From an optimization exercise on the open Yosys and OpenROAD flow, aimed at small area and a short achievable clock period; shortcuts taken in it are not production practice. Only simulation tests tie the RTL to the original design; equivalence was not proved.

==> flow/design.v <==
package efi_pe_pkg;
   typedef struct packed {
      logic valid;
      logic first;
      logic last;
   } stage_sb_t;
   function automatic int clog2(input int value);
      int r;
      r = 0;
      for (int i = 0; i < 31; i++) begin
         if ((1 << i) < value) r = i + 1;
      end
      clog2 = r;
   endfunction
   function automatic logic is_pow2(input int value);
      is_pow2 = (value > 0) && ((value & (value - 1)) == 0);
   endfunction
   function automatic int sum_w(input int data_w, input int lanes);
      sum_w = 2 * data_w + clog2(lanes);
   endfunction
   function automatic logic signed [127:0] acc_max(input int acc_w);
      acc_max = (128'sd1 <<< (acc_w - 1)) - 128'sd1;
   endfunction
   function automatic logic signed [127:0] acc_min(input int acc_w);
      acc_min = -(128'sd1 <<< (acc_w - 1));
   endfunction
endpackage
module efi_signed_adder_tree
#(
   parameter int LANES = 4,
   parameter int IN_W  = 32,
   parameter int OUT_W = IN_W + efi_pe_pkg::clog2(LANES)
) (
   input  logic                    clk0,
   input  logic                    aclr0,
   input  logic                    ena,
   input  logic [LANES*IN_W-1:0]   terms,
   output logic signed [OUT_W-1:0] sum
);
   logic signed [OUT_W-1:0] node [1:2*LANES-1];
   always_comb begin
      for (int i = 0; i < LANES; i++) begin
         node[LANES+i] = OUT_W'($signed(terms[i*IN_W +: IN_W]));
      end
      for (int k = LANES - 1; k >= 1; k--) begin
         node[k] = node[2*k] + node[2*k+1];
      end
   end
   always_ff @(posedge clk0 or posedge aclr0) begin
      if (aclr0) begin
         sum <= '0;
      end else if (ena) begin
         sum <= node[1];
      end
   end
endmodule
module efi_dot_product_accum
#(
   parameter int DATA_W = 16,
   parameter int LANES  = 4,
   parameter int ACC_W  = 48
) (
   input  logic                      clk0,
   input  logic                      aclr0,
   input  logic                      ena,
   input  logic                      in_valid,
   input  logic                      in_first,
   input  logic                      in_last,
   input  logic [LANES*DATA_W-1:0]   ax,
   input  logic [LANES*DATA_W-1:0]   ay,
   output logic                      out_valid,
   output logic signed [ACC_W-1:0]   result,
   output logic                      out_overflow
);
   localparam int PROD_W = 2 * DATA_W;
   localparam int SUM_W  = efi_pe_pkg::sum_w(DATA_W, LANES);
   if (ACC_W < SUM_W || !efi_pe_pkg::is_pow2(LANES)) begin : g_bad_cfg
      $error("efi_dot_product_accum: need ACC_W >= SUM_W and LANES a power of two");
   end
   logic [LANES*DATA_W-1:0]  ax_s1, ay_s1;
   logic [LANES*PROD_W-1:0]  prod_s2;
   logic signed [SUM_W-1:0]  sum_s3;
   efi_pe_pkg::stage_sb_t                sb_s1, sb_s2, sb_s3;
   logic signed [ACC_W-1:0]  acc, acc_base, addend, acc_raw, acc_next;
   logic                     add_ovf, grp_ovf, grp_ovf_next, emit_s4;
   always_ff @(posedge clk0 or posedge aclr0) begin
      if (aclr0) begin
         ax_s1 <= '0;
         ay_s1 <= '0;
         sb_s1 <= '0;
      end else if (ena) begin
         ax_s1       <= ax;
         ay_s1       <= ay;
         sb_s1.valid <= in_valid;
         sb_s1.first <= in_valid & in_first;
         sb_s1.last  <= in_valid & in_last;
      end
   end
   always_ff @(posedge clk0 or posedge aclr0) begin
      if (aclr0) begin
         prod_s2 <= '0;
         sb_s2   <= '0;
      end else if (ena) begin
         for (int i = 0; i < LANES; i++) begin
            prod_s2[i*PROD_W +: PROD_W] <= $signed(ax_s1[i*DATA_W +: DATA_W]) *
                                           $signed(ay_s1[i*DATA_W +: DATA_W]);
         end
         sb_s2 <= sb_s1;
      end
   end
   efi_signed_adder_tree #(
      .LANES (LANES),
      .IN_W  (PROD_W),
      .OUT_W (SUM_W)
   ) u_tree (
      .clk0  (clk0),
      .aclr0 (aclr0),
      .ena   (ena),
      .terms (prod_s2),
      .sum   (sum_s3)
   );
   always_ff @(posedge clk0 or posedge aclr0) begin
      if (aclr0) begin
         sb_s3 <= '0;
      end else if (ena) begin
         sb_s3 <= sb_s2;
      end
   end
   always_comb begin
      acc_base     = sb_s3.first ? '0 : acc;
      addend       = ACC_W'(sum_s3);
      acc_raw      = acc_base + addend;
      add_ovf      = (acc_base[ACC_W-1] == addend[ACC_W-1]) &&
                     (acc_raw[ACC_W-1] != acc_base[ACC_W-1]);
      acc_next     = acc_raw;
      grp_ovf_next = (sb_s3.first ? 1'b0 : grp_ovf) | add_ovf;
   end
   always_ff @(posedge clk0 or posedge aclr0) begin
      if (aclr0) begin
         acc     <= '0;
         grp_ovf <= 1'b0;
         emit_s4 <= 1'b0;
      end else if (ena) begin
         if (sb_s3.valid) begin
            acc     <= acc_next;
            grp_ovf <= grp_ovf_next;
         end
         emit_s4 <= sb_s3.valid & sb_s3.last;
      end
   end
   always_ff @(posedge clk0 or posedge aclr0) begin
      if (aclr0) begin
         out_valid    <= 1'b0;
         result       <= '0;
         out_overflow <= 1'b0;
      end else if (ena) begin
         out_valid <= emit_s4;
         if (emit_s4) begin
            result       <= acc;
            out_overflow <= grp_ovf;
         end
      end
   end
endmodule
module efi_dot_product_accum_top (
   input  logic         clk0,
   input  logic         aclr0,
   input  logic         ena,
   input  logic         in_valid,
   input  logic         in_first,
   input  logic         in_last,
   input  logic [63:0]  ax,
   input  logic [63:0]  ay,
   output logic         out_valid,
   output logic [47:0]  result,
   output logic         out_overflow
);
   efi_dot_product_accum #(.DATA_W(16), .LANES(4), .ACC_W(48)) u_core (
      .clk0         (clk0),
      .aclr0        (aclr0),
      .ena          (ena),
      .in_valid     (in_valid),
      .in_first     (in_first),
      .in_last      (in_last),
      .ax           (ax),
      .ay           (ay),
      .out_valid    (out_valid),
      .result       (result),
      .out_overflow (out_overflow)
   );
endmodule
==> flow/run.sh <==
#!/bin/bash
# synth_recipe.tcl (not shown) runs the flow's synth.tcl, then flattens the netlist and writes it again
# the make line also repeats each setting of config.mk as NAME=value (left out here)
make -C /OpenROAD-flow-scripts/flow DESIGN_CONFIG=/design/flow/config.mk WORK_HOME=/design/flow/orfs CLKGATE_MAP_FILE= SYNTH_SCRIPT=/design/flow/synth_recipe.tcl finish
==> flow/config.mk <==
export PLATFORM = sky130hd
export DESIGN_NAME = efi_dot_product_accum_top
export DESIGN_NICKNAME = efi_dot_product_accum_top
export VERILOG_FILES = /design/flow/design.v
export SDC_FILE = /design/flow/constraint.sdc
export NUM_CORES = 4
export LEC_CHECK = 0
export CAP_MARGIN = 20
export CORE_MARGIN = 2
export CORE_UTILIZATION = 40
export SLEW_MARGIN = 20
==> flow/constraint.sdc <==
create_clock -name core_clock -period 7.5 [get_ports {clk0}]
set_input_delay 1.5000 -clock core_clock [delete_from_list [all_inputs] [get_ports {clk0}]]
set_output_delay 1.5000 -clock core_clock [all_outputs]
set_load 0.01 [all_outputs]
==> results.cfg <==
[status]
status = finished clean

[finish]
nets = 7623
layout.cells.non_filler = 7928
regArea_um2 = 9980
nFillCells = 14000
multi_input_area_um2 = 43700
syn_to_final_growth_pct = 9.79
drive_gt1_share_pct = 7.90

[yosys]
synthesis.area_um2 = 58900
synthMostInstantiatedCell = inv_1
synth_commonest_cells = inv_1, fa_1, nand2_1
ys_top_cells_by_area = fa_1, dfrtp_1, ha_1
synth_flop_cell = dfrtp_1
yosysTopAreaCell = fa_1
seq_area_frac_synth_pct = 17.0
postSynthCellCount = 5880
yosysWarnings = 3
yosysUniqueCellTypes = 80
yosysTopAreaCellShare_pct = 37.9
postSynthNetCount = 7536
synth_seq_cells = 399
synth_edf_count = 0
syn-mean-instance-area_um2 = 10.0
ys_async_sr_fraction_pct = 100

[floorplanning]
row_count = 140
ios = 184
dieWidth_um = 388
initial_core_util_pct = 40.4
dieHeight_um = 388
coreArea_um2 = 146000
dieArea_um2 = 150000

[sta]
tns_ns = 0
rsz0062_at_grt = false
finalSetupViolCount = 0
slew_headroom_pct = 30.4
finalCritPeriodShare_pct = 91.1
tightest_slew_ns = 1.04
clock-skew-final_ns = 0.0539
fmax_ghz = 0.146
hold_viol_final = 0
slew_violations = 0
period_needed_ns = 6.83

[drt]
antenna_left = 0
first_pass_iters = 5
wl_mm = 146
drc = 0
num_vias = 39800
drtIter0Drc = 1887
vias_per_cell = 5.02
wl_per_cell_um = 18.4

[critical_path]
cp-start-kind = flop
critical_path_class = reg -> reg
path_max_fanout = 17
cp.required_ns = 8.05
worst_ep_arrival_time_ns = 7.38
endpoint_kind = flop

[clocking]
clk_path_buf_depth = 3
htreeDepth = 2
cts_buffers = 54
ctsResizeCount = 0
cts_sinks = 399
postCtsHoldBufs = 0
cts_setup_buffers = 0
cts_tree = built
cts_root_buffer = clkbuf_16
clock_latency_ns = 0.70
clk_pin_slew_worst_paths_ns = 0.06

[global_routing]
grt_pass1_vias = 43400
overflow = 0
grt_usage_pct = 20.2
grt_max_degree = 137
grt_pass1_wl_mm = 240
antenna_found_initial = 3

[placement]
hpwlAfterDp_mm = 119
gp_congestion = 0.874
place_inst = 7828
port_buffers = 183

[flow_run]
drv_cap = 0

[hold_path]
holdCritPathClass = reg -> reg
==> per-layer routing <==
metal / up-vias / global-route usage [%] / part of all wire (%)
li1: 18200 / - / -
met1: 20600 / 27.4 / 44
met2: 801 / 34.0 / 48
met3: 188 / 2.70 / 4.6
met4: 0 / 5.35 / 2.5
met5: - / 0 / 0
==> state kept, by name, indices dropped and copies added, names as in the netlist <==
| signal | count |
|---|---|
| u_core.sb_s3 | 3 |
| u_core.emit_s4 | 1 |
| u_core.acc | 48 |
| u_core.out_valid | 1 |
| u_core.result | 48 |
| u_core.u_tree.sum | 34 |
| u_core.ax_s1 | 64 |
| u_core.grp_ovf | 1 |
| u_core.sb_s2 | 3 |
| u_core.sb_s1 | 3 |
| u_core.out_overflow | 1 |
| u_core.prod_s2 | 128 |
| u_core.ay_s1 | 64 |
==> kinds of logic after synthesis <==
kind of cell    count (synthesis)  synth area share (%)
flops                         399                  17.0
mux                           305                  5.83
simple gates                 1476                  12.4
buf+inv                      1395                  8.89
xor+xnor                      207                  3.08
fa+ha+maj                    1522                  46.5
compound gates                576                  6.34
==> metrics by stage <==
step	instance area [µm²]	hold WS (ns)	utilization, %	setup slack [ns]
finish	64700	0.496	44.3	0.666
global route	64700	0.522	44.3	0.215
CTS	64700	0.499	44.3	0.675
detailed placement	62800	0.485	43.0	0.751
global placement	62800	0.470	43.0	0.815
floorplan	58900	0.449	-	0.628
==> layout make-up <==
type	count	share of cell area (%)
Tap cell	1917	3.71
Clock inverter	35	0.673
Multi-Input combinational cell	4086	67.5
Timing Repair Buffer	234	3.49
Inverter	1192	6.93
Clock buffer	63	2.20
Sequential cell	399	15.4
Antenna cell	2	0.00774
==> cell usage in the layout, fill, tap and decap left out, types with 55 or more instances in the layout <==
| cell type | instances |
|---|---|
| nand2_1 | 614 |
| xor2_1 | 55 |
| nor2b_1 | 69 |
| ha_1 | 408 |
| xnor2_1 | 152 |
| a21oi_1 | 161 |
| inv_1 | 1191 |
| a21o_1 | 93 |
| mux2_2 | 302 |
| dfrtp_1 | 399 |
| nor2_1 | 145 |
| and2_1 | 491 |
| clkdlybuf4s50_1 | 182 |
| o21ai_0 | 131 |
| fa_1 | 1114 |
==> worst max-delay path, cell delays in order, from the launching register on <==
cell and delay (ns):
dfrtp_1 0.84, nand2_1 0.18, fa_1 0.57, inv_1 0.05, fa_1 0.52, inv_1 0.06
fa_1 0.55, inv_1 0.05, fa_1 0.39, fa_1 0.51, inv_1 0.05, fa_1 0.47
inv_1 0.04, ha_1 0.35, o21a_1 0.19, o21ai_0 0.16, nand2b_1 0.07, a21oi_1 0.17
nand3b_1 0.14, o21ba_2 0.16, o2111ai_1 0.33, a41oi_1 0.27, o41ai_2 0.29, mux2i_1 0.21
nand2_1 0.06
==> worst paths after layout <==
kind	start	to	slack, ns	cells past startpoint
hold / removal	u_core.acc[30]$_DFFE_PP0P_	u_core.acc[30]$_DFFE_PP0P_	0.50	2
setup / recovery	u_core.ax_s1[7]$_DFFE_PP0P_	u_core.prod_s2[31]$_DFFE_PP0P_	0.67	24
hold reg to reg	u_core.acc[30]$_DFFE_PP0P_	u_core.acc[30]$_DFFE_PP0P_	0.50	2
setup reg to reg	u_core.ax_s1[7]$_DFFE_PP0P_	u_core.prod_s2[31]$_DFFE_PP0P_	0.67	24
min in group asynchronous	aclr0	u_core.acc[0]$_DFFE_PP0P_	1.13	2
max in group asynchronous	aclr0	u_core.ay_s1[38]$_DFFE_PP0P_	4.70	4

[re-timing with driven ports]
No port has a modelled driver above. Below, the same layout with a new extraction and two added sets of constraints.
Step 1 assumes that a clkbuf_16 drives the clock port and a buf_2 every other input.
Step 2 also shifts input and output timing later by t, the mid clock arrival at the registers, as if the neighbouring blocks saw the same clock.
Slacks: no drivers / after step 1 / after step 2; pairs: no drivers / after step 1.
t, ns: 0.752
setup slack, ns: 0.666 / 0.666 / 0.666
latest minus earliest clock arrival (ns): 0.056 / 0.057
After both steps this run still meets setup and hold. For this run, drivers alone change the setup slack by 0.000 ns; drivers and shift together by 0.000 ns.
